This design comes from an exercise in tuning for a short achievable clock period and few clock cycles per item on the open sky130 flow, not from production work. The RTL was checked by simulation tests, not by an equivalence proof against the original design. Power is estimated from default activity; no workload was simulated.

### design/flow/design.v
package pcie_app_pkg;
  localparam int DATA_W      = 64;
  localparam int KEEP_W      = DATA_W / 8;
  localparam int REG_ADDR_W  = 10;
  localparam int USER_ADDR_W = 9;
  localparam logic [31:0] DESIGN_ID = 32'hA5E0_0101;
  localparam logic [7:0] FMT_TYPE_MRD32 = 8'h00;
  localparam logic [7:0] FMT_TYPE_MWR32 = 8'h40;
  localparam logic [7:0] FMT_TYPE_CPLD  = 8'h4A;
  typedef union packed {
    struct packed {
      logic [15:0] rid;
      logic [7:0]  tag;
      logic [3:0]  last_be;
      logic [3:0]  first_be;
      logic [7:0]  fmt_type;
      logic        rsvd0;
      logic [2:0]  tc;
      logic [3:0]  rsvd1;
      logic        td;
      logic        ep;
      logic [1:0]  attr;
      logic [1:0]  rsvd2;
      logic [9:0]  length;
    } hdr;
    struct packed {
      logic [31:0] data;
      logic [29:0] addr;
      logic [1:0]  addr_rsvd;
    } ad;
  } tlp_beat_u;
endpackage
`timescale 1ns/100ps
import pcie_app_pkg::*;
module pcie_rx_engine
#(
  parameter int CQ_N = 8
)
(
  input  logic                  pcie_core_clk_i,
  input  logic                  rst_n_i,
  input  logic [DATA_W-1:0]     m_axis_rx_tdata_i,
  input  logic                  m_axis_rx_tlast_i,
  input  logic                  m_axis_rx_tvalid_i,
  output logic                  m_axis_rx_tready_o,
  input  logic                  space_ok_i,
  output logic                  addr_phase_o,
  output logic                  push_o,
  output logic                  cur_wr_o,
  output logic [REG_ADDR_W-1:0] cur_addr_o,
  output logic [31:0]           cur_data_o,
  output logic [2:0]            hdr_tc_o,
  output logic [1:0]            hdr_attr_o,
  output logic [15:0]           hdr_rid_o,
  output logic [7:0]            hdr_tag_o,
  input  logic [CQ_N-1:0]       cur_slot_i,
  output logic                  req_rd_o,
  output logic [15:1]           req_we_o,
  output logic [15:0]           req_sel_o,
  output logic [15:0]           req_nsel_o,
  output logic [31:0]           req_data_o,
  output logic [CQ_N-1:0]       req_slot_o,
  input  logic [15:1]           written_i
);
  localparam logic [1:0] ST_HDR     = 2'd0;
  localparam logic [1:0] ST_ADDR    = 2'd1;
  localparam logic [1:0] ST_DISCARD = 2'd2;
  logic [1:0]  state_q;
  logic        tready_q;
  logic        ntready_q;
  logic        beat_ok;
  logic        hdr_supported;
  logic        hdr_wr_q;
  logic [15:0] sel;
  pcie_app_pkg::tlp_beat_u beat;
  function automatic logic [31:0] dw_swap(input logic [31:0] dw);
    dw_swap = {dw[7:0], dw[15:8], dw[23:16], dw[31:24]};
  endfunction
  assign beat    = m_axis_rx_tdata_i;
  assign beat_ok = m_axis_rx_tvalid_i && !ntready_q;
  assign m_axis_rx_tready_o = tready_q;
  assign hdr_supported = ((beat.hdr.fmt_type == FMT_TYPE_MRD32) ||
                          (beat.hdr.fmt_type == FMT_TYPE_MWR32)) &&
                         (beat.hdr.length == 10'd1);
  assign addr_phase_o = (state_q == ST_ADDR);
  assign push_o       = beat_ok && addr_phase_o;
  assign cur_wr_o     = hdr_wr_q;
  assign cur_addr_o   = beat.ad.addr[REG_ADDR_W-1:0];
  assign cur_data_o   = dw_swap(beat.ad.data);
  always_comb
    for (int i = 0; i < 16; i++)
      sel[i] = (cur_addr_o == REG_ADDR_W'(i));
  always_ff @(posedge pcie_core_clk_i or negedge rst_n_i)
  begin
    if (!rst_n_i)
    begin
      state_q  <= ST_HDR;
      req_rd_o <= 1'b0;
      req_we_o <= '0;
    end
    else
    begin
      req_rd_o <= push_o && !hdr_wr_q && !cur_addr_o[REG_ADDR_W-1];
      req_we_o <= (push_o && hdr_wr_q) ? sel[15:1] : '0;
      if (beat_ok)
      begin
        case (state_q)
          ST_HDR:
            if (!m_axis_rx_tlast_i)
              state_q <= hdr_supported ? ST_ADDR : ST_DISCARD;
          ST_ADDR:
            state_q <= ST_HDR;
          default:
            if (m_axis_rx_tlast_i)
              state_q <= ST_HDR;
        endcase
      end
    end
  end
  always_ff @(posedge pcie_core_clk_i)
  begin
    tready_q  <= space_ok_i;
    ntready_q <= !space_ok_i;
    if (state_q == ST_HDR)
    begin
      hdr_wr_q   <= beat.hdr.fmt_type[6];
      hdr_tc_o   <= beat.hdr.tc;
      hdr_attr_o <= beat.hdr.attr;
      hdr_rid_o  <= beat.hdr.rid;
      hdr_tag_o  <= beat.hdr.tag;
    end
    if (state_q == ST_ADDR)
    begin
      req_data_o <= cur_data_o;
      req_slot_o <= cur_slot_i;
      req_sel_o  <= sel & {written_i | req_we_o, 1'b1};
      req_nsel_o <= ~(sel & {written_i | req_we_o, 1'b1});
    end
  end
endmodule
`timescale 1ns/100ps
import pcie_app_pkg::*;
module pcie_reg_file
#(
  parameter int NUM_REGS = 16,
  parameter int UQ_N     = 4,
  parameter int CQ_N     = 8
)
(
  input  logic                   pcie_core_clk_i,
  input  logic                   rst_n_i,
  input  logic                   push_i,
  input  logic                   cur_wr_i,
  input  logic [REG_ADDR_W-1:0]  cur_addr_i,
  input  logic [31:0]            cur_data_i,
  input  logic [CQ_N-1:0]        cur_slot_i,
  input  logic [15:1]            req_we_i,
  input  logic [15:0]            req_sel_i,
  input  logic [15:0]            req_nsel_i,
  input  logic [31:0]            req_data_i,
  output logic [31:0]            local_rdata_o,
  output logic [NUM_REGS-1:1]    written_o,
  output logic                   uq_space_ok_o,
  output logic [CQ_N-1:0]        uret_slot_o,
  output logic [31:0]            uret_data_o,
  output logic [USER_ADDR_W-1:0] user_addr_o,
  output logic [31:0]            user_data_o,
  output logic                   user_wr_req_o,
  input  logic [31:0]            user_data_i,
  input  logic                   user_rd_ack_i,
  output logic                   user_rd_req_o
);
  logic [31:0]           regs_q [1:NUM_REGS-1];
  logic [NUM_REGS-1:1]   written_q;
  assign written_o = written_q;
  always_comb
  begin
    local_rdata_o[15:0]  = req_sel_i[0] ? DESIGN_ID[15:0] : '0;
    local_rdata_o[31:16] = !req_nsel_i[0] ? DESIGN_ID[31:16] : '0;
    for (int i = 1; i < NUM_REGS; i++)
    begin
      local_rdata_o[15:0]  = local_rdata_o[15:0]  | (regs_q[i][15:0]  & {16{req_sel_i[i]}});
      local_rdata_o[31:16] = local_rdata_o[31:16] | (regs_q[i][31:16] & {16{!req_nsel_i[i]}});
    end
  end
  always_ff @(posedge pcie_core_clk_i or negedge rst_n_i)
  begin
    if (!rst_n_i)
      written_q <= '0;
    else
      written_q <= written_q | req_we_i[NUM_REGS-1:1];
  end
  always_ff @(posedge pcie_core_clk_i)
  begin
    for (int i = 1; i < NUM_REGS; i++)
      if (req_we_i[i])
        regs_q[i] <= req_data_i;
  end
  logic              uq_rd   [UQ_N];
  logic [8:0]        uq_addr [UQ_N];
  logic [31:0]       uq_data [UQ_N];
  logic [CQ_N-1:0]   uq_slot [UQ_N];
  logic [UQ_N-1:0]   uq_v;
  logic [UQ_N-1:0]   uq_wp;
  logic [UQ_N-1:0]   uq_rp;
  logic [UQ_N-1:0]   uq_nx;
  logic              uq_push;
  logic              uq_pop;
  logic              rd_wait;
  logic [UQ_N-1:0]   sel;
  logic              sel_v;
  logic              sel_rd;
  logic [8:0]        sel_addr;
  logic [31:0]       sel_data;
  logic [CQ_N-1:0]   head_slot;
  logic              wr_d;
  logic              rd_d;
  logic              nwr_q;
  logic              nrd_q;
  assign uq_push = push_i && cur_addr_i[REG_ADDR_W-1];
  assign uq_nx   = {uq_rp[UQ_N-2:0], uq_rp[UQ_N-1]};
  assign uq_pop  = !nwr_q || (!nrd_q && user_rd_ack_i);
  assign rd_wait = !nrd_q && !user_rd_ack_i;
  assign sel     = uq_pop ? uq_nx : uq_rp;
  assign uq_space_ok_o = !(|(uq_v & uq_wp));
  always_comb
  begin
    sel_v     = 1'b0;
    sel_rd    = 1'b0;
    sel_addr  = '0;
    sel_data  = '0;
    head_slot = '0;
    for (int i = 0; i < UQ_N; i++)
    begin
      sel_v     = sel_v     | (uq_v[i] & sel[i]);
      sel_rd    = sel_rd    | (uq_rd[i] & sel[i]);
      sel_addr  = sel_addr  | (uq_addr[i] & {9{sel[i]}});
      sel_data  = sel_data  | (uq_data[i] & {32{sel[i]}});
      head_slot = head_slot | (uq_slot[i] & {CQ_N{uq_rp[i]}});
    end
  end
  always_ff @(posedge pcie_core_clk_i)
  begin
    for (int i = 0; i < UQ_N; i++)
      if (uq_wp[i] && !uq_v[i])
      begin
        uq_rd[i]   <= !cur_wr_i;
        uq_addr[i] <= cur_addr_i[8:0];
        uq_data[i] <= cur_data_i;
        uq_slot[i] <= cur_slot_i;
      end
  end
  always_ff @(posedge pcie_core_clk_i or negedge rst_n_i)
  begin
    if (!rst_n_i)
    begin
      uq_wp <= UQ_N'(1);
      uq_rp <= UQ_N'(1);
      uq_v  <= '0;
    end
    else
    begin
      if (uq_push)
        uq_wp <= {uq_wp[UQ_N-2:0], uq_wp[UQ_N-1]};
      if (uq_pop)
        uq_rp <= uq_nx;
      uq_v <= (uq_v & ~(uq_rp & {UQ_N{uq_pop}})) | (uq_wp & {UQ_N{uq_push}});
    end
  end
  assign uret_slot_o = head_slot & {CQ_N{!nrd_q && user_rd_ack_i}};
  assign uret_data_o = user_data_i;
  assign wr_d = !rd_wait && sel_v && !sel_rd;
  assign rd_d = rd_wait || (sel_v && sel_rd);
  always_ff @(posedge pcie_core_clk_i or negedge rst_n_i)
  begin
    if (!rst_n_i)
    begin
      user_wr_req_o <= 1'b0;
      user_rd_req_o <= 1'b0;
      nwr_q         <= 1'b1;
      nrd_q         <= 1'b1;
    end
    else
    begin
      user_wr_req_o <= wr_d;
      user_rd_req_o <= rd_d;
      nwr_q         <= !wr_d;
      nrd_q         <= !rd_d;
    end
  end
  always_ff @(posedge pcie_core_clk_i)
  begin
    user_addr_o <= sel_addr;
    user_data_o <= sel_data;
  end
endmodule
`timescale 1ns/100ps
import pcie_app_pkg::*;
module pcie_tx_engine
#(
  parameter int CQ_N = 8
)
(
  input  logic              pcie_core_clk_i,
  input  logic              rst_n_i,
  input  logic              s_axis_tx_tready_i,
  output logic [DATA_W-1:0] s_axis_tx_tdata_o,
  output logic [KEEP_W-1:0] s_axis_tx_tkeep_o,
  output logic              s_axis_tx_tlast_o,
  output logic              s_axis_tx_tvalid_o,
  input  logic              push_i,
  input  logic [2:0]        req_tc_i,
  input  logic [1:0]        req_attr_i,
  input  logic [15:0]       req_rid_i,
  input  logic [7:0]        req_tag_i,
  input  logic [4:0]        req_addr_i,
  output logic [CQ_N-1:0]   push_slot_o,
  output logic              space_ok_o,
  input  logic [CQ_N-1:0]   fill_l_i,
  input  logic [31:0]       fill_l_data_i,
  input  logic [CQ_N-1:0]   fill_u_i,
  input  logic [31:0]       fill_u_data_i,
  input  logic [15:0]       completer_id_i
);
  function automatic logic [31:0] dw_swap(input logic [31:0] dw);
    dw_swap = {dw[7:0], dw[15:8], dw[23:16], dw[31:24]};
  endfunction
  logic [2:0]        cq_tc   [CQ_N];
  logic [1:0]        cq_attr [CQ_N];
  logic [15:0]       cq_rid  [CQ_N];
  logic [7:0]        cq_tag  [CQ_N];
  logic [4:0]        cq_addr [CQ_N];
  logic [31:0]       cq_val  [CQ_N];
  logic [CQ_N-1:0]   cq_rdy;
  logic [CQ_N-1:0]   cq_v;
  logic [CQ_N-1:0]   cq_wp;
  logic [CQ_N-1:0]   cq_rp;
  logic              cq_pop;
  logic [15:0]       cid_q;
  assign push_slot_o = cq_wp;
  assign space_ok_o  = !(|(cq_v & cq_wp));
  always_ff @(posedge pcie_core_clk_i)
  begin
    for (int i = 0; i < CQ_N; i++)
    begin
      if (cq_wp[i] && !cq_v[i])
      begin
        cq_tc[i]   <= req_tc_i;
        cq_attr[i] <= req_attr_i;
        cq_rid[i]  <= req_rid_i;
        cq_tag[i]  <= req_tag_i;
        cq_addr[i] <= req_addr_i;
        cq_rdy[i]  <= 1'b0;
      end
      else if (fill_l_i[i] || fill_u_i[i])
        cq_rdy[i] <= 1'b1;
      if (fill_l_i[i])
        cq_val[i] <= fill_l_data_i;
      else if (fill_u_i[i])
        cq_val[i] <= fill_u_data_i;
    end
    cid_q <= completer_id_i;
  end
  always_ff @(posedge pcie_core_clk_i or negedge rst_n_i)
  begin
    if (!rst_n_i)
    begin
      cq_wp <= CQ_N'(1);
      cq_rp <= CQ_N'(1);
      cq_v  <= '0;
    end
    else
    begin
      if (push_i)
        cq_wp <= {cq_wp[CQ_N-2:0], cq_wp[CQ_N-1]};
      if (cq_pop)
        cq_rp <= {cq_rp[CQ_N-2:0], cq_rp[CQ_N-1]};
      cq_v <= (cq_v & ~(cq_rp & {CQ_N{cq_pop}})) | (cq_wp & {CQ_N{push_i}});
    end
  end
  logic [CQ_N-1:0] nx;
  logic [63:0]     beat0;
  logic [63:0]     beat1;
  logic [63:0]     beat0_nx;
  logic            sent0_q;
  logic            taken;
  logic            sel_nx;
  logic            sel_b1;
  logic            head_rdy;
  assign nx = {cq_rp[CQ_N-2:0], cq_rp[CQ_N-1]};
  function automatic logic [63:0] beat0_of(input logic [CQ_N-1:0] oh);
    logic [2:0] tc;
    logic [1:0] attr;
    tc   = '0;
    attr = '0;
    for (int i = 0; i < CQ_N; i++)
    begin
      tc   = tc   | (cq_tc[i]   & {3{oh[i]}});
      attr = attr | (cq_attr[i] & {2{oh[i]}});
    end
    beat0_of = {cid_q, 3'b000, 1'b0, 12'd4,
                FMT_TYPE_CPLD, 1'b0, tc, 4'b0000, 2'b00, attr, 2'b00, 10'd1};
  endfunction
  always_comb
  begin
    logic [15:0] rid;
    logic [7:0]  tag;
    logic [4:0]  addr;
    logic [31:0] val;
    rid  = '0;
    tag  = '0;
    addr = '0;
    val  = '0;
    for (int i = 0; i < CQ_N; i++)
    begin
      rid  = rid  | (cq_rid[i]  & {16{cq_rp[i]}});
      tag  = tag  | (cq_tag[i]  & {8{cq_rp[i]}});
      addr = addr | (cq_addr[i] & {5{cq_rp[i]}});
      val  = val  | (cq_val[i]  & {32{cq_rp[i]}});
    end
    beat1 = {dw_swap(val), rid, tag, 1'b0, addr, 2'b00};
  end
  assign beat0    = beat0_of(cq_rp);
  assign beat0_nx = beat0_of(nx);
  assign s_axis_tx_tkeep_o = '1;
  logic tvalid;
  logic tvalid_d;
  logic ntvalid_q;
  logic ntlast_q;
  assign tvalid   = !ntvalid_q;
  assign head_rdy = |(cq_rdy & cq_rp);
  assign taken    = tvalid && s_axis_tx_tready_i;
  assign cq_pop   = taken && !ntlast_q;
  assign sel_nx   = cq_pop;
  assign sel_b1   = tvalid ? (s_axis_tx_tready_i || !ntlast_q) : sent0_q;
  always_comb
  begin
    if (tvalid && !s_axis_tx_tready_i)
      tvalid_d = 1'b1;
    else if (sel_nx)
      tvalid_d = |(cq_v & nx);
    else if (sel_b1)
      tvalid_d = head_rdy;
    else
      tvalid_d = |(cq_v & cq_rp);
  end
  always_ff @(posedge pcie_core_clk_i or negedge rst_n_i)
  begin
    if (!rst_n_i)
    begin
      s_axis_tx_tvalid_o <= 1'b0;
      ntvalid_q          <= 1'b1;
      sent0_q            <= 1'b0;
    end
    else
    begin
      s_axis_tx_tvalid_o <= tvalid_d;
      ntvalid_q          <= !tvalid_d;
      sent0_q            <= sel_b1 && !sel_nx && !head_rdy;
    end
  end
  always_ff @(posedge pcie_core_clk_i)
  begin
    s_axis_tx_tlast_o <= sel_b1 && !sel_nx;
    ntlast_q          <= !(sel_b1 && !sel_nx);
    s_axis_tx_tdata_o <= sel_nx ? beat0_nx : (sel_b1 ? beat1 : beat0);
  end
endmodule
`timescale 1ns/100ps
import pcie_app_pkg::*;
module pcie_app
#(
  parameter int NUM_REGS = 16
)
(
  input  logic                   pcie_core_clk_i,
  input  logic                   rst_n_i,
  input  logic                   s_axis_tx_tready_i,
  output logic [DATA_W-1:0]      s_axis_tx_tdata_o,
  output logic [KEEP_W-1:0]      s_axis_tx_tkeep_o,
  output logic                   s_axis_tx_tlast_o,
  output logic                   s_axis_tx_tvalid_o,
  input  logic [DATA_W-1:0]      m_axis_rx_tdata_i,
  input  logic                   m_axis_rx_tlast_i,
  input  logic                   m_axis_rx_tvalid_i,
  output logic                   m_axis_rx_tready_o,
  input  logic [7:0]             cfg_bus_number_i,
  input  logic [4:0]             cfg_device_number_i,
  input  logic [2:0]             cfg_function_number_i,
  output logic [31:0]            user_data_o,
  output logic [USER_ADDR_W-1:0] user_addr_o,
  output logic                   user_wr_req_o,
  input  logic [31:0]            user_data_i,
  input  logic                   user_rd_ack_i,
  output logic                   user_rd_req_o
);
  localparam int CQ_N = 8;
  localparam int UQ_N = 4;
  logic [15:0]           completer_id;
  logic                  space_ok;
  logic                  cq_space_ok;
  logic                  uq_space_ok;
  logic                  addr_phase;
  logic                  push;
  logic                  cur_wr;
  logic [REG_ADDR_W-1:0] cur_addr;
  logic [31:0]           cur_data;
  logic [2:0]            hdr_tc;
  logic [1:0]            hdr_attr;
  logic [15:0]           hdr_rid;
  logic [7:0]            hdr_tag;
  logic [CQ_N-1:0]       cur_slot;
  logic                  req_rd;
  logic [15:1]           req_we;
  logic [15:0]           req_sel;
  logic [15:0]           req_nsel;
  logic [31:0]           req_data;
  logic [CQ_N-1:0]       req_slot;
  logic [31:0]           local_rdata;
  logic [15:1]           written;
  logic [CQ_N-1:0]       uret_slot;
  logic [31:0]           uret_data;
  assign completer_id = {cfg_bus_number_i, cfg_device_number_i, cfg_function_number_i};
  assign space_ok = cq_space_ok && uq_space_ok;
  pcie_rx_engine #(
    .CQ_N (CQ_N)
  ) rx_engine0 (
    .pcie_core_clk_i    (pcie_core_clk_i),
    .rst_n_i            (rst_n_i),
    .m_axis_rx_tdata_i  (m_axis_rx_tdata_i),
    .m_axis_rx_tlast_i  (m_axis_rx_tlast_i),
    .m_axis_rx_tvalid_i (m_axis_rx_tvalid_i),
    .m_axis_rx_tready_o (m_axis_rx_tready_o),
    .space_ok_i         (space_ok),
    .addr_phase_o       (addr_phase),
    .push_o             (push),
    .cur_wr_o           (cur_wr),
    .cur_addr_o         (cur_addr),
    .cur_data_o         (cur_data),
    .hdr_tc_o           (hdr_tc),
    .hdr_attr_o         (hdr_attr),
    .hdr_rid_o          (hdr_rid),
    .hdr_tag_o          (hdr_tag),
    .cur_slot_i         (cur_slot),
    .req_rd_o           (req_rd),
    .req_we_o           (req_we),
    .req_sel_o          (req_sel),
    .req_nsel_o         (req_nsel),
    .req_data_o         (req_data),
    .req_slot_o         (req_slot),
    .written_i          (written)
  );
  pcie_reg_file #(
    .NUM_REGS (NUM_REGS),
    .UQ_N     (UQ_N),
    .CQ_N     (CQ_N)
  ) reg_file0 (
    .pcie_core_clk_i (pcie_core_clk_i),
    .rst_n_i         (rst_n_i),
    .push_i          (push),
    .cur_wr_i        (cur_wr),
    .cur_addr_i      (cur_addr),
    .cur_data_i      (cur_data),
    .cur_slot_i      (cur_slot),
    .req_we_i        (req_we),
    .req_sel_i       (req_sel),
    .req_nsel_i      (req_nsel),
    .req_data_i      (req_data),
    .local_rdata_o   (local_rdata),
    .written_o       (written),
    .uq_space_ok_o   (uq_space_ok),
    .uret_slot_o     (uret_slot),
    .uret_data_o     (uret_data),
    .user_addr_o     (user_addr_o),
    .user_data_o     (user_data_o),
    .user_wr_req_o   (user_wr_req_o),
    .user_data_i     (user_data_i),
    .user_rd_ack_i   (user_rd_ack_i),
    .user_rd_req_o   (user_rd_req_o)
  );
  pcie_tx_engine #(
    .CQ_N (CQ_N)
  ) tx_engine0 (
    .pcie_core_clk_i    (pcie_core_clk_i),
    .rst_n_i            (rst_n_i),
    .s_axis_tx_tready_i (s_axis_tx_tready_i),
    .s_axis_tx_tdata_o  (s_axis_tx_tdata_o),
    .s_axis_tx_tkeep_o  (s_axis_tx_tkeep_o),
    .s_axis_tx_tlast_o  (s_axis_tx_tlast_o),
    .s_axis_tx_tvalid_o (s_axis_tx_tvalid_o),
    .push_i             (push && !cur_wr),
    .req_tc_i           (hdr_tc),
    .req_attr_i         (hdr_attr),
    .req_rid_i          (hdr_rid),
    .req_tag_i          (hdr_tag),
    .req_addr_i         (cur_addr[4:0]),
    .push_slot_o        (cur_slot),
    .space_ok_o         (cq_space_ok),
    .fill_l_i           (req_slot & {CQ_N{req_rd}}),
    .fill_l_data_i      (local_rdata),
    .fill_u_i           (uret_slot),
    .fill_u_data_i      (uret_data),
    .completer_id_i     (completer_id)
  );
endmodule
### design/flow/run.sh
#!/bin/bash
# synth_recipe.tcl (not shown) runs the flow's synth.tcl, then flattens the netlist and writes it again
# the make line also repeats each setting of config.mk as NAME=value (left out here)
make -C /OpenROAD-flow-scripts/flow DESIGN_CONFIG=/design/flow/config.mk WORK_HOME=/design/flow/orfs CLKGATE_MAP_FILE= SYNTH_SCRIPT=/design/flow/synth_recipe.tcl finish
### design/flow/config.mk
export PLATFORM = sky130hd
export DESIGN_NAME = pcie_app
export DESIGN_NICKNAME = pcie_app
export VERILOG_FILES = /design/flow/design.v
export SDC_FILE = /design/flow/constraint.sdc
export NUM_CORES = 4
export LEC_CHECK = 0
export ABC_CLOCK_PERIOD_IN_PS = 1800
export CAP_MARGIN = 20
export CORE_MARGIN = 2
export CORE_UTILIZATION = 65
export SETUP_SLACK_MARGIN = 2.1
export SLEW_MARGIN = 20
export TNS_END_PERCENT = 100
### design/flow/constraint.sdc
create_clock -name core_clock -period 4.0 [get_ports {pcie_core_clk_i}]
set_input_delay 0.8000 -clock core_clock [delete_from_list [all_inputs] [get_ports {pcie_core_clk_i}]]
set_output_delay 0.8000 -clock core_clock [all_outputs]
set_load 0.01 [all_outputs]
==> results_tabular.tex, run 1 <==
\begin{tabular}{lr}
\hline
Metric & Value \\
\hline
\multicolumn{2}{l}{\textbf{CTS}} \\
Post-CTS Hold Fix Bufs & 0 \\
Root buffer selected by CTS & clkbuf\_16 \\
Sinks on Clock Net & 1,517 \\
Clock-pin slew on the worst setup and hold paths & 0.06 ns \\
Max Root-Sink Buffers & 3 \\
Clock latency on the worst-skew pair & 0.75 ns \\
\# H-tree levels & 4 \\
Clock tree from TritonCTS & done \\
Inserted Clock Buffers & 147 \\
\multicolumn{2}{l}{\textbf{GRT}} \\
Overall fraction of global-route tracks in use & 38.6\% \\
Via count of the first global-routing pass & 34,400 \\
Largest net degree at the start of global routing & 65 \\
First-pass GRT wire length & 236 mm \\
Number of antenna violations at the first check in global routing & 15 \\
Grt ovf & 0 \\
\multicolumn{2}{l}{\textbf{Floorplanning}} \\
I/O Pins & 236 \\
Die ar. & 0.0869 mm² \\
Overall die height & 295 µm \\
Effective utilization at floorplan & 65.7\% \\
Area of the placeable core & 0.0837 mm² \\
Horizontal die dimension & 295 µm \\
Placement Rows & 106 \\
\multicolumn{2}{l}{\textbf{Place}} \\
Final weighted congestion of routability-driven global placement & 0.825 \\
Placement-stage worst setup slack & 0.709 ns \\
HPWL after detailed placement & 87.5 mm \\
Count of input and output buffers & 218 \\
Number of placed instances, taps included & 4,590 \\
\multicolumn{2}{l}{\textbf{Synth}} \\
Proportion of synthesized chip area in sequential cells & 79.8\% \\
Adder and majority cell fraction of the synthesized area & 0\% \\
Synthesized-area fraction occupied by xor and xnor cells & 0\% \\
Share of Yosys cell area claimed by the top area cell type & 71.5\% \\
Largest family of logic cells by synthesized area & compound AO/OA/AOI/OAI gates \\
Count of cell types in the netlist & 49 \\
Flip-flop and latch count after synthesis & 1,517 \\
Most frequent cell after synthesis & edfxtp\_1 \\
Area of the mapped netlist & 0.0550 mm² \\
EDFF count, synth & 1,310 \\
Fraction of the mapped netlist area in compound gates & 12.8\% \\
List of most frequent post-synthesis cells & 1,310 x edfxtp\_1, 342 x a22oi\_1, 333 x nor2\_1 \\
Share of flip-flops with an asynchronous set or reset & 5.01\% \\
Portion of netlist area occupied by mux cells & 0.416\% \\
Simple-Gate Fraction of Synth Area & 4.77\% \\
Synth area leaders & edfxtp\_1 72\%, dfxtp\_1 4.8\%, a22oi\_1 4.7\%, dfrtp\_1 3.1\%, a22o\_1 2.5\% \\
Largest area contributor in the synthesized netlist & edfxtp\_1 \\
Yosys synthesis warning count & 14 \\
Dominant register cell in the synthesized netlist & edfxtp\_1 \\
Synthesized area divided by synthesized cell count & 16.1 µm² \\
Synthesized netlist cell count & 3,407 \\
\multicolumn{2}{l}{\textbf{Flow run}} \\
Reported max-cap violation count & 0 \\
\multicolumn{2}{l}{\textbf{Setup path}} \\
Worst stage delay on the critical path & 0.41 ns \\
Cell chain of the critical path & clkinvlp\_4, buf\_4, buf\_6, buf\_6, buf\_6, a221oi\_2, and4\_4, a21oi\_2 \\
Worst setup EP type & register \\
Critical path peak fanout & 8 \\
Nature of the critical path startpoint & register \\
Highest-delay cell along the critical path & and4\_4 \\
WP data required & 4.46 ns \\
Most used cell along the critical path & buf\_6 \\
Worst Path Class, Setup & reg -> reg \\
Crit path DAT & 2.64 ns \\
\multicolumn{2}{l}{\textbf{STA}} \\
Minimum setup slack in the final design & 1.83 ns \\
Worst slew margin relative to its limit & 25.3\% \\
Max Freq & 460 MHz \\
Post-route clock skew & 0.0225 ns \\
Min Clock Period, post-route & 2.17 ns \\
RSZ-0062 raised after global routing & true \\
Final Slew Violations & 0 \\
Final setup violation count & 0 \\
Post-Route Setup TNS & 0 ns \\
Period utilization & 54.3\% \\
Worst Max-Slew Pin Slew & 1.12 ns \\
Final Hold Viols & 0 \\
\multicolumn{2}{l}{\textbf{Cells and area}} \\
Final instance count without filler cells & 5,081 \\
Nets & 3,929 \\
Layout filler cell count & 4,279 \\
Fraction of layout cells with a size suffix above 1 & 27.1\% \\
Layout Area Growth over Synthesis & 23.0\% \\
\multicolumn{2}{l}{\textbf{Outcome}} \\
Outcome & finished clean \\
\multicolumn{2}{l}{\textbf{Route}} \\
Total routed wirelength & 171 mm \\
Via-to-Cell Ratio & 6.97 \\
Antenna viol nets, final & 0 \\
1st-pass router iterations & 6 \\
Avg WL per Cell & 33.6 µm \\
Number of DRC violations after detailed-routing iteration 0 & 5,428 \\
DRC errors left & 0 \\
Routed via count & 35,400 \\
\multicolumn{2}{l}{\textbf{Min path}} \\
Type of the worst min-delay path & in -> async \\
\multicolumn{2}{l}{\textbf{Power}} \\
PnR Total Power & 0.0318 W \\
Power per Cell Area & 471 mW/mm² \\
LEAKAGE & 22.7 nW \\
Peak VDD IR & 476 µV \\
\hline
\end{tabular}
layout by cell type, fill, tap and decap left out, drive strengths merged, types with 69 or more instances in the layout:
master,instances
a21oi,261
a221oi,116
a22o,158
a22oi,342
buf,371
clkbuf,212
clkdlybuf4s50,98
dfrtp,69
dfxtp,131
edfxtp,1310
nand2,89
nor2,333
what timing repair did:
item,in CTS,in global routing
pin swaps,69,160
endpoints found under the setup margin,1050,671
resized for setup,854,203
gates cloned,13,7
buffers inserted,125,61
report_power, final:
part           leakage [nW]  internal (W)  total [W]  switching (W)
combinational          6.47      0.000278   0.000707       0.000430
sequential             13.9        0.0172     0.0172      0.0000746
clock                  2.38       0.00805     0.0139        0.00582
total                  22.7        0.0255     0.0318        0.00632
final timing paths:
kind,depth (start not counted),slack (ns),to,from
max,8,1.83,tx_engine0.cq_val[1][31]$_DFFE_PP_,rx_engine0.req_nsel_o[3]$_DFFE_PN_
min,1,0.14,tx_engine0.s_axis_tx_tvalid_o$_DFF_PN0_,rst_n_i
max reg2reg,8,1.83,tx_engine0.cq_val[1][31]$_DFFE_PP_,rx_engine0.req_nsel_o[3]$_DFFE_PN_
min reg2reg,2,0.45,reg_file0.written_q[13]$_DFF_PN0_,reg_file0.written_q[13]$_DFF_PN0_
max in group asynchronous,2,2.95,reg_file0.nrd_q$_DFF_PN1_,rst_n_i
min in group core_clock,2,0.45,reg_file0.written_q[13]$_DFF_PN0_,reg_file0.written_q[13]$_DFF_PN0_
layout make-up:
cell class / instances / area [µm²] / share of cell area (%)
inverter: 47 / 234 / 0.346
sequential: 1517 / 44000 / 65.1
clock inverter: 64 / 614 / 0.908
clock buffer: 208 / 4240 / 6.26
tap: 1134 / 1420 / 2.10
timing repair buffer: 487 / 5400 / 7.99
multi-input combinational: 1611 / 11600 / 17.2
antenna: 13 / 32.5 / 0.0481
per-stage QoR:
stage / cell area (µm²) / hold slack [ns] / util (%)
global placement: 58700 / 0.419 / 70.1
detailed placement: 58700 / 0.422 / 70.1
global route: 67600 / 0.190 / 80.8
finish: 67600 / 0.142 / 80.8
floorplan: 55400 / 0.406 / -
CTS: 66000 / 0.144 / 78.9
registers in the layout, indices dropped and copies added (netlist names), 32 cells and up:
name                          flops
reg_file0.regs_q                480
reg_file0.uq_addr                36
reg_file0.uq_data               128
reg_file0.uq_slot                32
reg_file0.user_data_o            32
rx_engine0.req_data_o            32
tx_engine0.cq_addr               40
tx_engine0.cq_rid               128
tx_engine0.cq_tag                64
tx_engine0.cq_val               256
tx_engine0.s_axis_tx_tdata_o     62
per-layer routing:
layer | vias to the layer above | track usage (%) | wire length [µm]
li1 | 14300 | - | -
met1 | 17800 | 52.1 | 60100
met2 | 2751 | 59.4 | 79100
met3 | 538 | 10.3 | 22800
met4 | 10 | 18.3 | 8540
met5 | - | 0 | 55
cells by family after synthesis:
kind of cell	after synthesis
flip-flops	1517
AO/OA/AOI/OAI	984
AND/OR/NAND/NOR	583
buffers and inverters	301
multiplexers	20
other	2
worst max-delay path: cells and delay by family, from the launching register on:
family / cells / cell delay, ns
flip-flops: 1 / 0.40
AO/OA/AOI/OAI: 2 / 0.36
AND/OR/NAND/NOR: 1 / 0.41
buffers and inverters: 5 / 0.70
Testbench counts, summed over its fixed seeds: cycles 6,429, requests 3,200.
==> run 2, diff against run 1 <==
--- a/design/flow/config.mk
+++ b/design/flow/config.mk
@@ -8,7 +8,7 @@
 export ABC_CLOCK_PERIOD_IN_PS = 1800
 export CAP_MARGIN = 20
 export CORE_MARGIN = 2
-export CORE_UTILIZATION = 65
+export CORE_UTILIZATION = 50
 export SETUP_SLACK_MARGIN = 2.1
 export SLEW_MARGIN = 20
 export TNS_END_PERCENT = 100
==> results_tabular.tex, run 2 <==
\begin{tabular}{lr}
\hline
Metric & Value \\
\hline
\multicolumn{2}{l}{\textbf{Synth}} \\
Share of Yosys cell area claimed by the top area cell type & 71.5\% \\
Synthesized netlist cell count & 3,407 \\
Synthesized area divided by synthesized cell count & 16.1 µm² \\
Share of flip-flops with an asynchronous set or reset & 5.01\% \\
EDFF count, synth & 1,310 \\
Area of the mapped netlist & 0.0550 mm² \\
List of most frequent post-synthesis cells & 1,310 x edfxtp\_1, 342 x a22oi\_1, 333 x nor2\_1 \\
Yosys synthesis warning count & 14 \\
Synth area leaders & edfxtp\_1 72\%, dfxtp\_1 4.8\%, a22oi\_1 4.7\%, dfrtp\_1 3.1\%, a22o\_1 2.5\% \\
Largest area contributor in the synthesized netlist & edfxtp\_1 \\
Count of cell types in the netlist & 49 \\
Flip-flop and latch count after synthesis & 1,517 \\
Dominant register cell in the synthesized netlist & edfxtp\_1 \\
Proportion of synthesized chip area in sequential cells & 79.8\% \\
Most frequent cell after synthesis & edfxtp\_1 \\
\multicolumn{2}{l}{\textbf{STA}} \\
Max Freq & 465 MHz \\
RSZ-0062 raised after global routing & true \\
Worst Max-Slew Pin Slew & 1.06 ns \\
Final Slew Violations & 0 \\
Final Hold Viols & 0 \\
Final setup violation count & 0 \\
Post-route clock skew & 0.0236 ns \\
Worst slew margin relative to its limit & 28.9\% \\
Period utilization & 53.7\% \\
Post-Route Setup TNS & 0 ns \\
Min Clock Period, post-route & 2.15 ns \\
\multicolumn{2}{l}{\textbf{GRT}} \\
Overall fraction of global-route tracks in use & 29.0\% \\
Number of antenna violations at the first check in global routing & 12 \\
Via count of the first global-routing pass & 33,500 \\
First-pass GRT wire length & 233 mm \\
Grt ovf & 0 \\
Largest net degree at the start of global routing & 65 \\
\multicolumn{2}{l}{\textbf{Floorplanning}} \\
Horizontal die dimension & 336 µm \\
Placement Rows & 121 \\
Effective utilization at floorplan & 50.4\% \\
Die ar. & 0.113 mm² \\
Overall die height & 336 µm \\
I/O Pins & 236 \\
Area of the placeable core & 0.109 mm² \\
\multicolumn{2}{l}{\textbf{Setup path}} \\
First element of the critical path & reg\_file0.user\_wr\_req\_o\$\_DFF\_PN0\_ \\
Worst reg2reg path depth & 6 \\
Critical Path End & user\_wr\_req\_o \\
Worst setup EP type & output port \\
Critical path peak fanout & 1 \\
Cell chain of the critical path & buf\_2 \\
Top delay family on crit path & flip-flops \\
Nature of the critical path startpoint & register \\
Logic depth of the worst setup path including buffers & 1 \\
WP data required & 3.20 ns \\
Endpoint of the worst register-to-register path & tx\_engine0.cq\_val[3][17]\$\_DFFE\_PP\_ \\
Worst Path Class, Setup & reg -> out \\
Register-to-register setup slack & 1.88 ns \\
Startpoint of the most critical register-to-register path & rx\_engine0.req\_nsel\_o[3]\$\_DFFE\_PN\_ \\
Highest-delay cell along the critical path & dfrtp\_1 \\
Worst stage delay on the critical path & 0.43 ns \\
Crit path DAT & 1.35 ns \\
Sum of buffers and inverters on the critical path & 1 \\
\multicolumn{2}{l}{\textbf{CTS}} \\
Clock-pin slew on the worst setup and hold paths & 0.06 ns \\
Inserted Clock Buffers & 151 \\
\# H-tree levels & 4 \\
Max Root-Sink Buffers & 3 \\
Clock latency on the worst-skew pair & 0.77 ns \\
Sinks on Clock Net & 1,517 \\
Clock tree from TritonCTS & done \\
Root buffer selected by CTS & clkbuf\_16 \\
Post-CTS Hold Fix Bufs & 0 \\
\multicolumn{2}{l}{\textbf{Cells and area}} \\
Most common library cell in the layout ignoring fill and taps & edfxtp\_1 \\
Number of flip-flops under the largest register name & 480 \\
Layout filler cell count & 7,713 \\
Nets & 3,920 \\
Fraction of layout cells with a size suffix above 1 & 27.1\% \\
Register name with the most flops & reg\_file0.regs\_q \\
Top flop regs & reg\_file0.regs\_q: 480 flops, tx\_engine0.cq\_val: 256 flops \\
Layout Area Growth over Synthesis & 23.2\% \\
Finished Cell Area & 0.0678 mm² \\
Commonest non-fill, non-tap cells in the layout & 1,310 x edfxtp\_1, 322 x a22oi\_1, 314 x nor2\_1 \\
Util after Layout & 62.2\% \\
Final instance count without filler cells & 5,345 \\
\multicolumn{2}{l}{\textbf{Route}} \\
Routed via count & 34,200 \\
DRC errors left & 0 \\
Via-to-Cell Ratio & 6.40 \\
Antenna viol nets, final & 0 \\
Avg WL per Cell & 31.3 µm \\
Total routed wirelength & 167 mm \\
Number of DRC violations after detailed-routing iteration 0 & 4,530 \\
1st-pass router iterations & 6 \\
\multicolumn{2}{l}{\textbf{Outcome}} \\
Outcome & finished clean \\
\multicolumn{2}{l}{\textbf{Place}} \\
Area after detailed placement & 0.0590 mm² \\
Number of placed instances, taps included & 4,878 \\
Final weighted congestion of routability-driven global placement & 0.800 \\
HPWL after detailed placement & 87.7 mm \\
Count of input and output buffers & 218 \\
\multicolumn{2}{l}{\textbf{Min path}} \\
Type of the worst min-delay path & in -> async \\
\multicolumn{2}{l}{\textbf{Power}} \\
LEAKAGE & 22.6 nW \\
Peak VDD IR & 392 µV \\
Power per Cell Area & 469 mW/mm² \\
\multicolumn{2}{l}{\textbf{Flow run}} \\
Reported max-cap violation count & 0 \\
\hline
\end{tabular}
-- run 2: cell counts after synthesis --
Identical to the previous run, type by type.
-- run 2: worst reg2reg max path, cell delays in order, from the launching register on --
cell and delay (ns):
edfxtp_1 0.38, clkinvlp_4 0.18, buf_4 0.20, a22o_1 0.22, nor4_2 0.29, and4_4 0.42, a21oi_1 0.12
-- run 2: logic make-up after synthesis --
group	Yosys count	synth area share [%]
compound gates	984	12.8
flops	1517	79.8
simple gates	583	4.77
mux	20	0.416
other cells	2	0.0137
buf+inv	301	2.20
-- run 2: layout make-up --
class,count,area (µm²),share of cell area [%]
well taps,1414,1770,2.61
diodes,4,10.0,0.0148
repair buffers,477,5220,7.71
inverters,47,238,0.351
flip-flops and latches,1517,44100,65.0
multi-input cells,1608,11600,17.2
clock inverters,89,791,1.17
clock buffers,189,4040,5.95
-- run 2: where the power goes --
part / leakage (nW) / internal, W / switching [W] / total (W)
Clock: 2.35 / 0.00795 / 0.00589 / 0.0138
Sequential: 13.9 / 0.0172 / 0.0000766 / 0.0172
Combinational: 6.39 / 0.000267 / 0.000418 / 0.000686
Total: 22.6 / 0.0254 / 0.00639 / 0.0318
-- run 2: metal layers --
layer  global-route usage (%)  part of all wire (%)
met4                     10.2                   3.1
met2                     46.5                    48
met5                        0                 0.046
met1                     39.3                    39
met3                     6.55                    10
-- run 2: stage by stage --
step                hold WS (ns)  total power [W]  worst slack, ns
floorplan                  0.406           0.0178             1.29
detailed placement         0.428           0.0182            0.596
CTS                       0.0306           0.0319             1.82
global placement           0.423           0.0182            0.705
finish                    0.0483           0.0318             1.85
global route              0.0724           0.0326             1.83
-- run 2: repair_timing --
action | 4_1_cts | 5_1_grt
gates cloned | 8 | 11
endpoints found under the setup margin | 1060 | 737
buffers inserted | 109 | 57
pin swaps | 102 | 167
resized for setup | 881 | 195
-- run 2: worst min path at each step --
| stage | startpoint | to | slack [ns] | cells after the start |
|---|---|---|---|---|
| 2_1_floorplan | reg_file0.written_q[15]$_DFF_PN0_ | reg_file0.written_q[15]$_DFF_PN0_ | 0.41 | 2 |
| 3_3_place_gp | reg_file0.written_q[12]$_DFF_PN0_ | reg_file0.written_q[12]$_DFF_PN0_ | 0.42 | 2 |
| 3_5_place_dp | reg_file0.written_q[13]$_DFF_PN0_ | reg_file0.written_q[13]$_DFF_PN0_ | 0.43 | 2 |
| 4_1_cts | rst_n_i | tx_engine0.s_axis_tx_tvalid_o$_DFF_PN0_ | 0.03 | 1 |
| 5_1_grt | rst_n_i | tx_engine0.s_axis_tx_tvalid_o$_DFF_PN0_ | 0.07 | 1 |
| 6_report | rst_n_i | tx_engine0.s_axis_tx_tvalid_o$_DFF_PN0_ | 0.05 | 1 |
==> run 3, diff against run 2 <==
--- a/design/flow/design.v
+++ b/design/flow/design.v
@@ -57,7 +57,6 @@
   output logic                  req_rd_o,
   output logic [15:1]           req_we_o,
   output logic [15:0]           req_sel_o,
-  output logic [15:0]           req_nsel_o,
   output logic [31:0]           req_data_o,
   output logic [CQ_N-1:0]       req_slot_o,
   input  logic [15:1]           written_i
@@ -134,7 +133,6 @@
       req_data_o <= cur_data_o;
       req_slot_o <= cur_slot_i;
       req_sel_o  <= sel & {written_i | req_we_o, 1'b1};
-      req_nsel_o <= ~(sel & {written_i | req_we_o, 1'b1});
     end
   end
 endmodule
@@ -156,9 +154,11 @@
   input  logic [CQ_N-1:0]        cur_slot_i,
   input  logic [15:1]            req_we_i,
   input  logic [15:0]            req_sel_i,
-  input  logic [15:0]            req_nsel_i,
   input  logic [31:0]            req_data_i,
-  output logic [31:0]            local_rdata_o,
+  input  logic                   req_rd_i,
+  input  logic [CQ_N-1:0]        req_slot_i,
+  output logic [CQ_N-1:0]        lfill_o,
+  output logic [31:0]            ldata_o,
   output logic [NUM_REGS-1:1]    written_o,
   output logic                   uq_space_ok_o,
   output logic [CQ_N-1:0]        uret_slot_o,
@@ -173,19 +173,25 @@
   logic [31:0]           regs_q [1:NUM_REGS-1];
   logic [NUM_REGS-1:1]   written_q;
   assign written_o = written_q;
+  logic [31:0] local_rdata;
   always_comb
   begin
-    local_rdata_o[15:0]  = req_sel_i[0] ? DESIGN_ID[15:0] : '0;
-    local_rdata_o[31:16] = !req_nsel_i[0] ? DESIGN_ID[31:16] : '0;
+    local_rdata = req_sel_i[0] ? DESIGN_ID : '0;
     for (int i = 1; i < NUM_REGS; i++)
-    begin
-      local_rdata_o[15:0]  = local_rdata_o[15:0]  | (regs_q[i][15:0]  & {16{req_sel_i[i]}});
-      local_rdata_o[31:16] = local_rdata_o[31:16] | (regs_q[i][31:16] & {16{!req_nsel_i[i]}});
-    end
+      local_rdata = local_rdata | (regs_q[i] & {32{req_sel_i[i]}});
   end
   always_ff @(posedge pcie_core_clk_i or negedge rst_n_i)
   begin
     if (!rst_n_i)
+      lfill_o <= '0;
+    else
+      lfill_o <= req_slot_i & {CQ_N{req_rd_i}};
+  end
+  always_ff @(posedge pcie_core_clk_i)
+    ldata_o <= local_rdata;
+  always_ff @(posedge pcie_core_clk_i or negedge rst_n_i)
+  begin
+    if (!rst_n_i)
       written_q <= '0;
     else
       written_q <= written_q | req_we_i[NUM_REGS-1:1];
@@ -207,12 +213,12 @@
   logic              uq_push;
   logic              uq_pop;
   logic              rd_wait;
-  logic [UQ_N-1:0]   sel;
   logic              sel_v;
   logic              sel_rd;
   logic [8:0]        sel_addr;
   logic [31:0]       sel_data;
-  logic [CQ_N-1:0]   head_slot;
+  logic [CQ_N-1:0]   sel_slot;
+  logic [CQ_N-1:0]   head_slot_q;
   logic              wr_d;
   logic              rd_d;
   logic              nwr_q;
@@ -221,23 +227,42 @@
   assign uq_nx   = {uq_rp[UQ_N-2:0], uq_rp[UQ_N-1]};
   assign uq_pop  = !nwr_q || (!nrd_q && user_rd_ack_i);
   assign rd_wait = !nrd_q && !user_rd_ack_i;
-  assign sel     = uq_pop ? uq_nx : uq_rp;
   assign uq_space_ok_o = !(|(uq_v & uq_wp));
   always_comb
   begin
-    sel_v     = 1'b0;
-    sel_rd    = 1'b0;
-    sel_addr  = '0;
-    sel_data  = '0;
-    head_slot = '0;
+    logic        h_v,    n_v;
+    logic        h_rd,   n_rd;
+    logic [8:0]  h_addr, n_addr;
+    logic [31:0] h_data, n_data;
+    logic [CQ_N-1:0] h_slot, n_slot;
+    h_v    = 1'b0;
+    h_rd   = 1'b0;
+    h_addr = '0;
+    h_data = '0;
+    n_v    = 1'b0;
+    n_rd   = 1'b0;
+    n_addr = '0;
+    n_data = '0;
+    h_slot = '0;
+    n_slot = '0;
     for (int i = 0; i < UQ_N; i++)
     begin
-      sel_v     = sel_v     | (uq_v[i] & sel[i]);
-      sel_rd    = sel_rd    | (uq_rd[i] & sel[i]);
-      sel_addr  = sel_addr  | (uq_addr[i] & {9{sel[i]}});
-      sel_data  = sel_data  | (uq_data[i] & {32{sel[i]}});
-      head_slot = head_slot | (uq_slot[i] & {CQ_N{uq_rp[i]}});
-    end
+      h_v       = h_v    | (uq_v[i] & uq_rp[i]);
+      h_rd      = h_rd   | (uq_rd[i] & uq_rp[i]);
+      h_addr    = h_addr | (uq_addr[i] & {9{uq_rp[i]}});
+      h_data    = h_data | (uq_data[i] & {32{uq_rp[i]}});
+      n_v       = n_v    | (uq_v[i] & uq_nx[i]);
+      n_rd      = n_rd   | (uq_rd[i] & uq_nx[i]);
+      n_addr    = n_addr | (uq_addr[i] & {9{uq_nx[i]}});
+      n_data    = n_data | (uq_data[i] & {32{uq_nx[i]}});
+      h_slot    = h_slot | (uq_slot[i] & {CQ_N{uq_rp[i]}});
+      n_slot    = n_slot | (uq_slot[i] & {CQ_N{uq_nx[i]}});
+    end
+    sel_v    = uq_pop ? n_v    : h_v;
+    sel_rd   = uq_pop ? n_rd   : h_rd;
+    sel_addr = uq_pop ? n_addr : h_addr;
+    sel_data = uq_pop ? n_data : h_data;
+    sel_slot = uq_pop ? n_slot : h_slot;
   end
   always_ff @(posedge pcie_core_clk_i)
   begin
@@ -267,7 +292,7 @@
       uq_v <= (uq_v & ~(uq_rp & {UQ_N{uq_pop}})) | (uq_wp & {UQ_N{uq_push}});
     end
   end
-  assign uret_slot_o = head_slot & {CQ_N{!nrd_q && user_rd_ack_i}};
+  assign uret_slot_o = head_slot_q & {CQ_N{!nrd_q && user_rd_ack_i}};
   assign uret_data_o = user_data_i;
   assign wr_d = !rd_wait && sel_v && !sel_rd;
   assign rd_d = rd_wait || (sel_v && sel_rd);
@@ -292,6 +317,7 @@
   begin
     user_addr_o <= sel_addr;
     user_data_o <= sel_data;
+    head_slot_q <= sel_slot;
   end
 endmodule
 `timescale 1ns/100ps
@@ -433,6 +459,12 @@
   assign cq_pop   = taken && !ntlast_q;
   assign sel_nx   = cq_pop;
   assign sel_b1   = tvalid ? (s_axis_tx_tready_i || !ntlast_q) : sent0_q;
+  logic [63:0] data_rdy;
+  logic [63:0] data_wait;
+  logic [63:0] data_idle;
+  assign data_idle = sent0_q ? beat1 : beat0;
+  assign data_rdy  = tvalid ? (!ntlast_q ? beat0_nx : beat1) : data_idle;
+  assign data_wait = tvalid ? (!ntlast_q ? beat1 : beat0) : data_idle;
   always_comb
   begin
     if (tvalid && !s_axis_tx_tready_i)
@@ -463,7 +495,7 @@
   begin
     s_axis_tx_tlast_o <= sel_b1 && !sel_nx;
     ntlast_q          <= !(sel_b1 && !sel_nx);
-    s_axis_tx_tdata_o <= sel_nx ? beat0_nx : (sel_b1 ? beat1 : beat0);
+    s_axis_tx_tdata_o <= s_axis_tx_tready_i ? data_rdy : data_wait;
   end
 endmodule
 `timescale 1ns/100ps
@@ -513,10 +545,10 @@
   logic                  req_rd;
   logic [15:1]           req_we;
   logic [15:0]           req_sel;
-  logic [15:0]           req_nsel;
   logic [31:0]           req_data;
   logic [CQ_N-1:0]       req_slot;
-  logic [31:0]           local_rdata;
+  logic [CQ_N-1:0]       lfill;
+  logic [31:0]           ldata;
   logic [15:1]           written;
   logic [CQ_N-1:0]       uret_slot;
   logic [31:0]           uret_data;
@@ -545,7 +577,6 @@
     .req_rd_o           (req_rd),
     .req_we_o           (req_we),
     .req_sel_o          (req_sel),
-    .req_nsel_o         (req_nsel),
     .req_data_o         (req_data),
     .req_slot_o         (req_slot),
     .written_i          (written)
@@ -564,9 +595,11 @@
     .cur_slot_i      (cur_slot),
     .req_we_i        (req_we),
     .req_sel_i       (req_sel),
-    .req_nsel_i      (req_nsel),
     .req_data_i      (req_data),
-    .local_rdata_o   (local_rdata),
+    .req_rd_i        (req_rd),
+    .req_slot_i      (req_slot),
+    .lfill_o         (lfill),
+    .ldata_o         (ldata),
     .written_o       (written),
     .uq_space_ok_o   (uq_space_ok),
     .uret_slot_o     (uret_slot),
@@ -596,8 +629,8 @@
     .req_addr_i         (cur_addr[4:0]),
     .push_slot_o        (cur_slot),
     .space_ok_o         (cq_space_ok),
-    .fill_l_i           (req_slot & {CQ_N{req_rd}}),
-    .fill_l_data_i      (local_rdata),
+    .fill_l_i           (lfill),
+    .fill_l_data_i      (ldata),
     .fill_u_i           (uret_slot),
     .fill_u_data_i      (uret_data),
     .completer_id_i     (completer_id)
==> results_tabular.tex, run 3 <==
\begin{tabular}{lr}
\hline
Metric & Value \\
\hline
\multicolumn{2}{l}{\textbf{Synth}} \\
Synthesized netlist cell count & 3,235 \\
List of most frequent post-synthesis cells & 1,294 x edfxtp\_1, 480 x a22oi\_1, 268 x mux2\_2 \\
Adder and majority cell fraction of the synthesized area & 0\% \\
Share of Yosys cell area claimed by the top area cell type & 68.2\% \\
Synth area leaders & edfxtp\_1 68\%, a22oi\_1 6.3\%, dfxtp\_1 6.0\%, mux2\_2 5.3\%, dfrtp\_1 3.4\% \\
Portion of netlist area occupied by mux cells & 5.30\% \\
Area of the mapped netlist & 0.0570 mm² \\
Dominant register cell in the synthesized netlist & edfxtp\_1 \\
Largest area contributor in the synthesized netlist & edfxtp\_1 \\
Yosys synthesis warning count & 14 \\
Largest family of logic cells by synthesized area & compound AO/OA/AOI/OAI gates \\
Fraction of the mapped netlist area in compound gates & 12.1\% \\
Synthesized-area fraction occupied by xor and xnor cells & 0\% \\
Count of cell types in the netlist & 50 \\
EDFF count, synth & 1,294 \\
Flip-flop and latch count after synthesis & 1,549 \\
Synthesized area divided by synthesized cell count & 17.6 µm² \\
Simple-Gate Fraction of Synth Area & 3.05\% \\
Most frequent cell after synthesis & edfxtp\_1 \\
Share of flip-flops with an asynchronous set or reset & 5.42\% \\
Proportion of synthesized chip area in sequential cells & 77.9\% \\
\multicolumn{2}{l}{\textbf{STA}} \\
Final setup violation count & 0 \\
Worst slew margin relative to its limit & 38.9\% \\
RSZ-0062 raised after global routing & true \\
Final Slew Violations & 0 \\
Period utilization & 53.1\% \\
Min Clock Period, post-route & 2.12 ns \\
Max Freq & 471 MHz \\
Post-route clock skew & 0.0213 ns \\
Final Hold Viols & 0 \\
Minimum setup slack in the final design & 1.88 ns \\
Worst Max-Slew Pin Slew & 0.917 ns \\
Post-Route Setup TNS & 0 ns \\
\multicolumn{2}{l}{\textbf{Cells and area}} \\
Layout Area Growth over Synthesis & 19.2\% \\
Commonest non-fill, non-tap cells in the layout & 1,294 x edfxtp\_1, 480 x a22oi\_1, 268 x mux2\_2 \\
Combined area of the multi-input logic cells & 0.0122 mm² \\
Number of flip-flops under the largest register name & 480 \\
Top flop regs & reg\_file0.regs\_q: 480 flops, tx\_engine0.cq\_val: 256 flops \\
Fraction of layout cells with a size suffix above 1 & 26.0\% \\
Util after Layout & 60.2\% \\
Register area & 0.0446 mm² \\
Most common library cell in the layout ignoring fill and taps & edfxtp\_1 \\
Nets & 3,712 \\
Layout filler cell count & 8,157 \\
Register name with the most flops & reg\_file0.regs\_q \\
\multicolumn{2}{l}{\textbf{CTS}} \\
Clock latency on the worst-skew pair & 0.76 ns \\
Clock tree from TritonCTS & done \\
Root buffer selected by CTS & clkbuf\_16 \\
Max Root-Sink Buffers & 3 \\
Clock-pin slew on the worst setup and hold paths & 0.06 ns \\
Post-CTS Hold Fix Bufs & 0 \\
\# H-tree levels & 4 \\
Sinks on Clock Net & 1,549 \\
Inserted Clock Buffers & 158 \\
\multicolumn{2}{l}{\textbf{Floorplanning}} \\
Horizontal die dimension & 342 µm \\
Overall die height & 342 µm \\
Placement Rows & 123 \\
Die ar. & 0.117 mm² \\
Area of the placeable core & 0.113 mm² \\
Effective utilization at floorplan & 50.5\% \\
I/O Pins & 236 \\
\multicolumn{2}{l}{\textbf{Setup path}} \\
Highest-delay cell along the critical path & dfrtp\_1 \\
Top delay family on crit path & flip-flops \\
Sum of buffers and inverters on the critical path & 1 \\
Nature of the critical path startpoint & register \\
Worst stage delay on the critical path & 0.43 ns \\
Worst Path Class, Setup & reg -> out \\
Register-to-register setup slack & 2.08 ns \\
Endpoint of the worst register-to-register path & reg\_file0.ldata\_o[14]\$\_DFF\_P\_ \\
Worst reg2reg path depth & 5 \\
Critical path peak fanout & 1 \\
WP data required & 3.20 ns \\
Startpoint of the most critical register-to-register path & rx\_engine0.req\_sel\_o[9]\$\_DFFE\_PN\_ \\
Cell chain of the critical path & buf\_6 \\
Worst setup EP type & output port \\
Crit path DAT & 1.32 ns \\
\multicolumn{2}{l}{\textbf{Power}} \\
LEAKAGE & 21.9 nW \\
Peak VDD IR & 391 µV \\
Power per Cell Area & 499 mW/mm² \\
\multicolumn{2}{l}{\textbf{GRT}} \\
Largest net degree at the start of global routing & 64 \\
Grt ovf & 0 \\
Met1 track demand over resource in global routing & 39.4\% \\
Number of antenna violations at the first check in global routing & 18 \\
Fraction of met2 tracks used by global routing & 47.2\% \\
Gr busiest metal & met2 \\
First-pass GRT wire length & 241 mm \\
Via count of the first global-routing pass & 34,000 \\
Overall fraction of global-route tracks in use & 28.8\% \\
Fraction of met3 tracks used by global routing & 5.54\% \\
\multicolumn{2}{l}{\textbf{Flow run}} \\
Reported max-cap violation count & 0 \\
\multicolumn{2}{l}{\textbf{Route}} \\
1st-pass router iterations & 6 \\
Antenna viol nets, final & 0 \\
Via-to-Cell Ratio & 6.52 \\
DRC errors left & 0 \\
Routed via count & 34,100 \\
Number of DRC violations after detailed-routing iteration 0 & 4,250 \\
Avg WL per Cell & 32.5 µm \\
Total routed wirelength & 170 mm \\
\multicolumn{2}{l}{\textbf{Place}} \\
HPWL after detailed placement & 86.9 mm \\
Placement-stage worst setup slack & 0.820 ns \\
Count of input and output buffers & 218 \\
Final weighted congestion of routability-driven global placement & 0.795 \\
\multicolumn{2}{l}{\textbf{Min path}} \\
Type of the worst min-delay path & in -> async \\
\multicolumn{2}{l}{\textbf{Outcome}} \\
Outcome & finished clean \\
\hline
\end{tabular}
[run 3: layer usage]
| layer | wire [µm] | vias to the layer above |
|---|---|---|
| met3 | 15800 | 266 |
| met5 | 75 | - |
| met1 | 67000 | 17800 |
| met2 | 82600 | 1799 |
| li1 | - | 14200 |
| met4 | 4190 | 12 |
[run 3: per-stage QoR]
stage          hold slack (ns)  instances  cell area, µm²  total power, W
6_report                 0.141       5229           67900          0.0339
5_1_grt                  0.193       5222           67900          0.0348
4_1_cts                  0.140       5190           67200          0.0340
3_5_place_dp             0.430       4827           61100          0.0197
3_3_place_gp             0.430       4826           61100          0.0197
2_1_floorplan            0.419       3243           57200          0.0188
[run 3: layout make-up]
class	count	share of cell area (%)
antenna	8	0.0295
clock buffer	219	6.49
clock inverter	68	0.924
inverter	3	0.0166
multi-input combinational	1484	17.9
sequential	1549	65.6
tap	1500	2.76
timing repair buffer	398	6.26
[run 3: logic make-up after synthesis]
| logic type | after synthesis |
|---|---|
| compound gates | 890 |
| mux | 268 |
| other cells | 2 |
| simple gates | 303 |
| flops | 1549 |
| buf+inv | 223 |
[run 3: timing repair]
item,4_1_cts,5_1_grt
endpoints found under the setup margin,790,454
resized for setup,622,72
buffers inserted,63,31
endpoints found under the hold margin,0,0
pin swaps,12,12
gates cloned,13,0
[run 3: how the worst max path moves through the flow]
stage	start	endpoint	slack (ns)	depth (start not counted)
after floorplan	m_axis_rx_tdata_i[7]	rx_engine0.req_sel_o[11]$_DFFE_PN_	2.10	4
after global placement	m_axis_rx_tdata_i[6]	rx_engine0.req_sel_o[14]$_DFFE_PN_	0.96	5
after detailed placement	m_axis_rx_tdata_i[6]	rx_engine0.req_sel_o[6]$_DFFE_PN_	0.82	5
after CTS	tx_engine0.s_axis_tx_tvalid_o$_DFF_PN0_	s_axis_tx_tvalid_o	1.83	1
after global routing	tx_engine0.s_axis_tx_tvalid_o$_DFF_PN0_	s_axis_tx_tvalid_o	1.85	1
final	tx_engine0.s_axis_tx_tvalid_o$_DFF_PN0_	s_axis_tx_tvalid_o	1.88	1
[run 3: where the power goes]
group	internal [W]	switching [W]
Combinational	0.000736	0.000787
Clock	0.00840	0.00596
Sequential	0.0177	0.000302
Testbench counts of run 3, summed over its fixed seeds: cycles 6,432, requests 3,200.
==> run 4, diff against run 3 <==
--- a/design/flow/design.v
+++ b/design/flow/design.v
@@ -292,8 +292,15 @@
       uq_v <= (uq_v & ~(uq_rp & {UQ_N{uq_pop}})) | (uq_wp & {UQ_N{uq_push}});
     end
   end
-  assign uret_slot_o = head_slot_q & {CQ_N{!nrd_q && user_rd_ack_i}};
-  assign uret_data_o = user_data_i;
+  always_ff @(posedge pcie_core_clk_i or negedge rst_n_i)
+  begin
+    if (!rst_n_i)
+      uret_slot_o <= '0;
+    else
+      uret_slot_o <= head_slot_q & {CQ_N{!nrd_q && user_rd_ack_i}};
+  end
+  always_ff @(posedge pcie_core_clk_i)
+    uret_data_o <= user_data_i;
   assign wr_d = !rd_wait && sel_v && !sel_rd;
   assign rd_d = rd_wait || (sel_v && sel_rd);
   always_ff @(posedge pcie_core_clk_i or negedge rst_n_i)
==> design/flow/flow/run.sh (new file) <==
#!/bin/bash
# Layout flow: the standard flow (standard.sh, all steps), with two changes:
#  - after detailed placement, each output port's buffer is moved to the core
#    edge next to its pin and the flip-flop that drives it next to the buffer
#    (pull_outputs.tcl, run by ORFS's POST_DETAIL_PLACE_TCL hook), then the
#    placement is legalized again;
#  - clock tree synthesis clusters sinks in smaller groups (CTS_ARGS), for a
#    shorter clock tree; the clock still reaches every register through
#    buffers, with the same tree for all of them.
# Synthesis, floorplan, power grid, routing and the rest are the standard ones.
set -o pipefail
here=$(pwd)
export POST_DETAIL_PLACE_TCL="$here/flow/pull_outputs.tcl"
export CTS_ARGS="-sink_clustering_enable -repair_clock_nets -sink_clustering_size 20 -sink_clustering_max_diameter 60 -clustering_exponent 2"
bash standard.sh finish > "$here/standard_flow.log" 2>&1
rc=$?
tail -n 40 "$here/standard_flow.log"
exit $rc
==> design/flow/flow/pull_outputs.tcl (new file) <==
# Move each flip-flop that drives an output port's buffer next to that buffer,
# then legalize. Runs after detailed placement.
set block [ord::get_db_block]
set moved 0
set core [$block getCoreArea]
set cx0 [$core xMin]
set cy0 [$core yMin]
set cx1 [$core xMax]
set cy1 [$core yMax]
foreach bt [$block getBTerms] {
  if {[$bt getIoType] != "OUTPUT"} { continue }
  set net [$bt getNet]
  if {$net == "NULL"} { continue }
  set buf ""
  foreach it [$net getITerms] { if {[$it isOutputSignal]} { set buf [$it getInst] } }
  if {$buf == ""} { continue }
  set ff ""
  foreach it [$buf getITerms] {
    if {![$it isInputSignal]} { continue }
    set n2 [$it getNet]
    if {$n2 == "NULL"} { continue }
    foreach it2 [$n2 getITerms] { if {[$it2 isOutputSignal]} { set ff [$it2 getInst] } }
  }
  if {$ff == ""} { continue }
  if {![string match "*df*" [[$ff getMaster] getName]]} { continue }
  # only flip-flops whose output goes to this buffer alone
  set q ""
  foreach it [$ff getITerms] { if {[$it isOutputSignal]} { set q [$it getNet] } }
  if {$q == "" || [llength [$q getITerms]] != 2} { continue }
  # the buffer goes to the core's edge next to the pin, the flip-flop next to it
  set pb [$bt getBBox]
  set px [expr {([$pb xMin] + [$pb xMax]) / 2}]
  set py [expr {([$pb yMin] + [$pb yMax]) / 2}]
  set bx [expr {min(max($px, $cx0), $cx1 - [[$buf getMaster] getWidth])}]
  set by [expr {min(max($py, $cy0), $cy1 - [[$buf getMaster] getHeight])}]
  $buf setLocation $bx $by
  $ff setLocation $bx $by
  incr moved
}
puts "pull_outputs: moved $moved output buffers to their pins and flip-flops next to them"
set_placement_padding -global \
  -left $::env(CELL_PAD_IN_SITES_DETAIL_PLACEMENT) \
  -right $::env(CELL_PAD_IN_SITES_DETAIL_PLACEMENT)
detailed_placement
optimize_mirroring
utl::info FLW 12 "Placement violations [check_placement -verbose]."
estimate_parasitics -placement
==> design/flow/standard.sh (new file) <==
#!/bin/bash
# synth_recipe.tcl (not shown) runs the flow's synth.tcl, then flattens the netlist and writes it again
# the make line also repeats each setting of config.mk as NAME=value (left out here)
make -C /OpenROAD-flow-scripts/flow DESIGN_CONFIG=/design/flow/config.mk WORK_HOME=/design/flow/orfs CLKGATE_MAP_FILE= SYNTH_SCRIPT=/design/flow/synth_recipe.tcl "${@:-finish}"
removed: design/flow/run.sh
==> results_tabular.tex, run 4 <==
\begin{tabular}{lr}
\hline
Metric & Value \\
\hline
\multicolumn{2}{l}{\textbf{Floorplanning}} \\
I/O Pins & 236 \\
Placement Rows & 124 \\
Effective utilization at floorplan & 50.6\% \\
Die ar. & 0.119 mm² \\
Horizontal die dimension & 345 µm \\
\multicolumn{2}{l}{\textbf{Synth}} \\
Largest area contributor in the synthesized netlist & edfxtp\_1 \\
Synthesized netlist cell count & 3,290 \\
Most frequent cell after synthesis & edfxtp\_1 \\
Share of flip-flops with an asynchronous set or reset & 5.79\% \\
Area of the mapped netlist & 0.0580 mm² \\
EDFF count, synth & 1,294 \\
Count of cell types in the netlist & 56 \\
Flip-flop and latch count after synthesis & 1,589 \\
Yosys synthesis warning count & 14 \\
\multicolumn{2}{l}{\textbf{STA}} \\
Final setup violation count & 0 \\
Period utilization & 52.0\% \\
Post-Route Setup TNS & 0 ns \\
Worst-case hold slack & 0.0612 ns \\
RSZ-0062 raised after global routing & true \\
Worst Max-Slew Pin Slew & 1.02 ns \\
\multicolumn{2}{l}{\textbf{CTS}} \\
Sinks on Clock Net & 1,589 \\
Clock-pin slew on the worst setup and hold paths & 0.08 ns \\
Root buffer selected by CTS & clkbuf\_16 \\
Clock latency on the worst-skew pair & 0.77 ns \\
\multicolumn{2}{l}{\textbf{Setup path}} \\
Sum of buffers and inverters on the critical path & 1 \\
Worst reg2reg path depth & 5 \\
Worst Path Class, Setup & reg -> out \\
WP data required & 3.20 ns \\
Worst setup EP type & output port \\
Critical path peak fanout & 1 \\
Startpoint of the most critical register-to-register path & rx\_engine0.req\_sel\_o[15]\$\_DFFE\_PN\_ \\
First element of the critical path & reg\_file0.user\_rd\_req\_o\$\_DFF\_PN0\_ \\
Top delay family on crit path & flip-flops \\
\multicolumn{2}{l}{\textbf{Route}} \\
Routed metal-1 wirelength & 69.9 mm \\
1st-pass router iterations & 8 \\
Antenna viol nets, final & 0 \\
DRC errors left & 0 \\
Total routed wirelength & 172 mm \\
Total met2 wirelength after detailed routing & 81.6 mm \\
Avg WL per Cell & 32.9 µm \\
\multicolumn{2}{l}{\textbf{Cells and area}} \\
Commonest non-fill, non-tap cells in the layout & 1,294 x edfxtp\_1, 548 x a22oi\_1, 275 x mux2\_2 \\
Layout Area Growth over Synthesis & 17.7\% \\
Register name with the most flops & reg\_file0.regs\_q \\
\multicolumn{2}{l}{\textbf{GRT}} \\
Number of antenna violations at the first check in global routing & 22 \\
Largest net degree at the start of global routing & 57 \\
Via count of the first global-routing pass & 34,200 \\
\multicolumn{2}{l}{\textbf{Min path}} \\
Type of the worst min-delay path & in -> async \\
\multicolumn{2}{l}{\textbf{Flow run}} \\
Reported max-cap violation count & 0 \\
\multicolumn{2}{l}{\textbf{Outcome}} \\
Outcome & finished clean \\
\hline
\end{tabular}
[run 4: changes by cell type after synthesis, sizes merged, moves of 8 or more]
cell	delta
o21ba	-8
a31oi	-16
and2	+10
buf	+22
nand4	+17
or2	+8
clkbuf	-23
dfrtp	+8
mux2	+16
a21o	-8
a22oi	+71
a22o	-35
dfxtp	+32
a221oi	-35
[run 4: logic make-up (layout without fill, tap and decap cells)]
logic type | Yosys count | after routing | synth area share, %
flip-flops | 1589 | 1589 | 78.0
other | 2 | 12 | 0.0129
AO/OA/AOI/OAI | 855 | 855 | 11.3
buffers and inverters | 222 | 655 | 1.67
AND/OR/NAND/NOR | 337 | 340 | 3.43
multiplexers | 285 | 285 | 5.60
[run 4: how the worst max path moves through the flow]
stage	endpoint	slack [ns]	cells past startpoint
after floorplan	tx_engine0.s_axis_tx_tdata_o[13]$_DFF_P_	2.08	6
after global placement	rx_engine0.req_sel_o[4]$_DFFE_PN_	0.74	5
after detailed placement	rx_engine0.req_sel_o[4]$_DFFE_PN_	0.67	5
after CTS	user_rd_req_o	1.88	1
after global routing	user_rd_req_o	1.87	1
final	user_rd_req_o	1.92	1
[run 4: final cells by class]
cell class,count,area (µm²),area share (%)
Tap cell,1512,1890,2.77
Sequential cell,1589,45400,66.5
Inverter,3,13.8,0.0202
Clock inverter,85,916,1.34
Timing Repair Buffer,418,4460,6.53
Multi-Input combinational cell,1490,12200,17.9
Antenna cell,2,5.00,0.00733
Clock buffer,149,3410,4.99
[run 4: where the power goes]
group / internal, W / switching [W]
Sequential: 0.0181 / 0.000221
Clock: 0.00686 / 0.00621
Combinational: 0.000792 / 0.000872
Total: 0.0258 / 0.00730
[run 4: repair_timing]
action                     in CTS  in global routing
hold endpoints to repair        0                  0
setup endpoints to repair     487                241
setup buffers                  50                 44
pin swaps                       8                 15
cloned                          5                  9
gates resized for setup       566                152
[run 4: stage by stage]
stage	std cells	util, %
6_report	5248	59.5
5_1_grt	5247	59.5
3_3_place_gp	4903	54.2
4_1_cts	5193	58.5
2_1_floorplan	3298	-
3_5_place_dp	4904	54.2
[run 4: routing by layer]
layer  vias up  GRT usage, %
li1      14200             -
met1     17900          39.8
met2      1891          45.0
met3       260          5.49
met4         8          8.54
met5         -             0
Testbench counts of run 4, summed over its fixed seeds: cycles 6,436, requests 3,200.

Re-timed with assumed drivers on the ports (clkbuf_16 on the clock, buf_2 on other inputs), run 4 has 1.843 ns of setup slack against 1.921 ns with ideal ports, and 1.355 ns once port delays also move by the mid clock arrival of 0.830 ns.
